What follows belongs to an exercise in optimizing a design on an open flow for small area, a short achievable clock period and few clock cycles per item; a production flow would make more cautious choices.
In this exercise RTL edits were held to simulation tests only and were not proved equivalent to the original.
Power figures rest on the tool's default switching activity, not on a simulated workload.

## reg_file_ctrl
module reg_file_ctrl #(
    parameter int                DATA_W   = 32,
    parameter int                ADDR_W   = 8,
    parameter int                DEPTH    = 64,
    parameter int                RO_COUNT = 1,
    parameter logic [DATA_W-1:0] ID_VALUE = 32'hACC0_0001
) (
    input  logic                  clk,
    input  logic                  reset,
    input  logic                  req_valid,
    output logic                  req_ready,
    input  logic [1:0]            req_op,
    input  logic [ADDR_W-1:0]     req_addr,
    input  logic [DATA_W-1:0]     req_wdata,
    input  logic [DATA_W/8-1:0]   req_wstrb,
    output logic                  rsp_valid,
    input  logic                  rsp_ready,
    output logic [DATA_W-1:0]     rsp_rdata,
    output logic [3:0]            rsp_error,
    output logic [7:0]            err_count
);
Size in the first run: about 2,100 flip-flops, about 96 I/O pins, about 0.079 mm2 of cells after synthesis.
Settings: LEC_CHECK=0, CAP_MARGIN=10, CORE_MARGIN=2, CORE_UTILIZATION=50, PLACE_DENSITY=0.6, SETUP_SLACK_MARGIN=4.5, SLEW_MARGIN=10; clock period 8.0 ns.
run.sh (not shown) runs the stock make flow with config.mk's settings and CLKGATE_MAP_FILE= SYNTH_SCRIPT=/design/flow/synth_recipe.tcl, a recipe that flattens the netlist after the stock synthesis.
The starting point ran to the end with violations: max-capacitance violations, max-slew violations.
Testbench counts at the start, summed over its fixed seeds: cycles 16,016, items 16,000.
Then changed:
- CAP_MARGIN: 10 -> 20
- CORE_UTILIZATION: 50 -> 30
- CTS_CLUSTER_DIAMETER: not set -> 80
- CTS_CLUSTER_SIZE: not set -> 24
- PLACE_DENSITY: 0.6 -> 0.35
- SLEW_MARGIN: 10 -> 20
With this change the flow ran to the end with no violations.
Power drops by 6.4%.
Cell count is higher by 19%.
Worst hold slack improves by 8.0 ps.
Cell area is higher by 0.40%.
Die area rose by 66%.
Via count drops by 4.8%.
Then changed:
==> flow/flow/run.sh (new file) <==
#!/bin/bash
set -euo pipefail
cd "$(dirname "$0")/.."
export CTS_ARGS="-sink_clustering_enable -repair_clock_nets -sink_clustering_size 24 -sink_clustering_max_diameter 80 -dont_use_dummy_load"
export BUFFER_PORTS_ARGS="-buffer_cell sky130_fd_sc_hd__buf_1"
bash standard.sh finish > standard.log 2>&1
test -f out/final.def
==> flow/standard.sh (new file) <==
#!/bin/bash
# synth_recipe.tcl (not shown) runs the flow's synth.tcl, then flattens the netlist and writes it again
# the make line also repeats each setting of config.mk as NAME=value (left out here)
make -C /OpenROAD-flow-scripts/flow DESIGN_CONFIG=/design/flow/config.mk WORK_HOME=/design/flow/orfs CLKGATE_MAP_FILE= SYNTH_SCRIPT=/design/flow/synth_recipe.tcl "${@:-finish}"
- CORE_UTILIZATION: 30 -> 40
- PLACE_DENSITY: 0.35 -> 0.45
- SETUP_SLACK_MARGIN: 4.5 -> 4.8
removed: flow/run.sh
=>
- The changed run produced a clean layout
- clock power decreases by 21%
- cell area decreases by 3.2%
- routed wire length decreases by 8.6%
- cell count decreases by 12%
- clock skew increases by 55 ps
- register-to-register slack improved by 310 ps
- critical path depth decreases by 4
- core utilization increases by 10 points
- via count increases by 1.5%
Then changed:
==> flow/run.sh (new file) <==
#!/bin/bash
# synth_recipe.tcl (not shown) runs the flow's synth.tcl, then flattens the netlist and writes it again
# the make line also repeats each setting of config.mk as NAME=value (left out here)
make -C /OpenROAD-flow-scripts/flow DESIGN_CONFIG=/design/flow/config.mk WORK_HOME=/design/flow/orfs CLKGATE_MAP_FILE= SYNTH_SCRIPT=/design/flow/synth_recipe.tcl finish
- CORE_UTILIZATION: 40 -> 30
- CTS_BUF_LIST: not set -> sky130_fd_sc_hd__clkbuf_8
- CTS_CLUSTER_DIAMETER: 80 -> 60
- CTS_CLUSTER_SIZE: 24 -> 16
- PLACE_DENSITY: 0.45 -> 0.35
removed: flow/flow/run.sh
removed: flow/standard.sh
The new run passed the timing, DRC and antenna checks; wire length came out higher by 13%; via count rose by 0.95%; synthesized area does not change; first-iteration DRC count fell by 15%; register-to-register slack loses 50 ps; cell area rises by 4.5%; utilization falls by 9.7 points; worst setup slack gets worse by 63 ps; total power went up by 5.6%.
Then changed:
- CORE_UTILIZATION: 30 -> 40
- CTS_BUF_LIST: sky130_fd_sc_hd__clkbuf_8 -> not set
- CTS_CLUSTER_DIAMETER: 60 -> 80
- CTS_CLUSTER_SIZE: 16 -> 24
- PLACE_DENSITY: 0.35 -> 0.45
Maximum frequency shrinks by 0.96%.
Non-clock buffer count goes down by 54.
Worst setup slack degrades by 35 ps.
Via count went down by 0.54%.
Utilization rose by 11 points.
Register-to-register slack gets better by 70 ps.

========
reg_file_ctrl, a different RTL version from the one above (not shown whole).
Size in the first run: about 4300 cells after synthesis, ~2100 flip-flops, ~96 I/O pins, ~0.077 mm2 of cells after synthesis.
Settings: LEC_CHECK=0, CAP_MARGIN=20, CORE_MARGIN=2, CORE_UTILIZATION=50, CTS_CLUSTER_DIAMETER=85, CTS_CLUSTER_SIZE=28, PLACE_DENSITY=0.55, SETUP_SLACK_MARGIN=4.8, SLEW_MARGIN=20; clock period 8.0 ns.
standard.sh (not shown) runs the stock make flow with config.mk's settings and CLKGATE_MAP_FILE= SYNTH_SCRIPT=/design/flow/synth_recipe.tcl, a recipe that flattens the netlist after the stock synthesis.
==> flow/flow/run.sh <==
#!/bin/bash
set -euo pipefail
cd "$(dirname "$0")/.."
export CTS_ARGS="-sink_clustering_enable -repair_clock_nets -sink_clustering_size 28 -sink_clustering_max_diameter 85 -dont_use_dummy_load"
export BUFFER_PORTS_ARGS="-buffer_cell sky130_fd_sc_hd__buf_1"
bash standard.sh finish > standard.log 2>&1
test -f out/final.def
Testbench counts at the start, summed over its fixed seeds: cycles 16,016, items 16,000.
Rerun with:
--- a/flow/config.mk
+++ b/flow/config.mk
@@ -9,6 +9,6 @@
 export CORE_MARGIN = 2
-export CORE_UTILIZATION = 50
+export CORE_UTILIZATION = 40
 export CTS_CLUSTER_DIAMETER = 85
 export CTS_CLUSTER_SIZE = 28
-export PLACE_DENSITY = 0.55
+export PLACE_DENSITY = 0.45
 export SETUP_SLACK_MARGIN = 4.8
Power increases by 3.4%.
Synthesized area is unchanged.
Design area climbs by 1.2%.
Register-to-register slack is better by 0.07 ns.
Synthesized cell count stays the same.
Clock power rose by 12%.
Maximum frequency came out lower by 2.2%.
Count of clock-buffer cells in the layout grows by 21.
Rerun with:
--- a/flow/config.mk
+++ b/flow/config.mk
@@ -9,6 +9,6 @@
 export CORE_MARGIN = 2
-export CORE_UTILIZATION = 40
+export CORE_UTILIZATION = 60
 export CTS_CLUSTER_DIAMETER = 85
 export CTS_CLUSTER_SIZE = 28
-export PLACE_DENSITY = 0.45
+export PLACE_DENSITY = 0.65
 export SETUP_SLACK_MARGIN = 4.8
=> Sequential cell count is unchanged; sequential share of layout area rises by 1.8 points; clock-buffer cell count shrinks by 30; clock skew shrinks by 0.044 ns; die area shrinks by a quarter to a third; first-iteration DRC count climbs by well over a third; area after synthesis stays the same.

==> port drivers added, routing unchanged <==
In the flow no input, the clock included, has a driving cell. The finished layouts below were timed again as built, in two steps. Step 1: set_driving_cell puts a clkbuf_16 on clk and a buf_2 on each other input, an assumption about the parent block. Step 2, shift: input delay + t, output delay - t, t = (earliest + latest rising clock arrival at the registers) / 2. This alone moves slack from input paths to output paths. Three values: no drivers, after step 1, after step 2; two values: the first two.
run	t, ns	setup WS [ns]	worst setup path at the end
the first run of note 1	0.930	4.316 / 4.316 / 4.316	register to register
the second run of note 1	0.941	4.362 / 4.360 / 4.238	input to register
the third run of note 1	0.881	4.474 / 4.404 / 4.083	input to register
the fourth run of note 1	1.119	4.410 / 4.360 / 4.232	input to register
the fifth run of note 1	0.906	4.376 / 4.325 / 4.258	input to register
the first run of note 2	0.809	4.455 / 4.391 / 4.391	input to output
the second run of note 2	0.856	4.377 / 4.330 / 4.330	input to output
the third run of note 2	0.789	4.465 / 4.403 / 4.403	input to output
The setup slack of the third run of note 1, which loses most, moves by -0.070 ns with the drivers and by -0.391 ns with both steps.
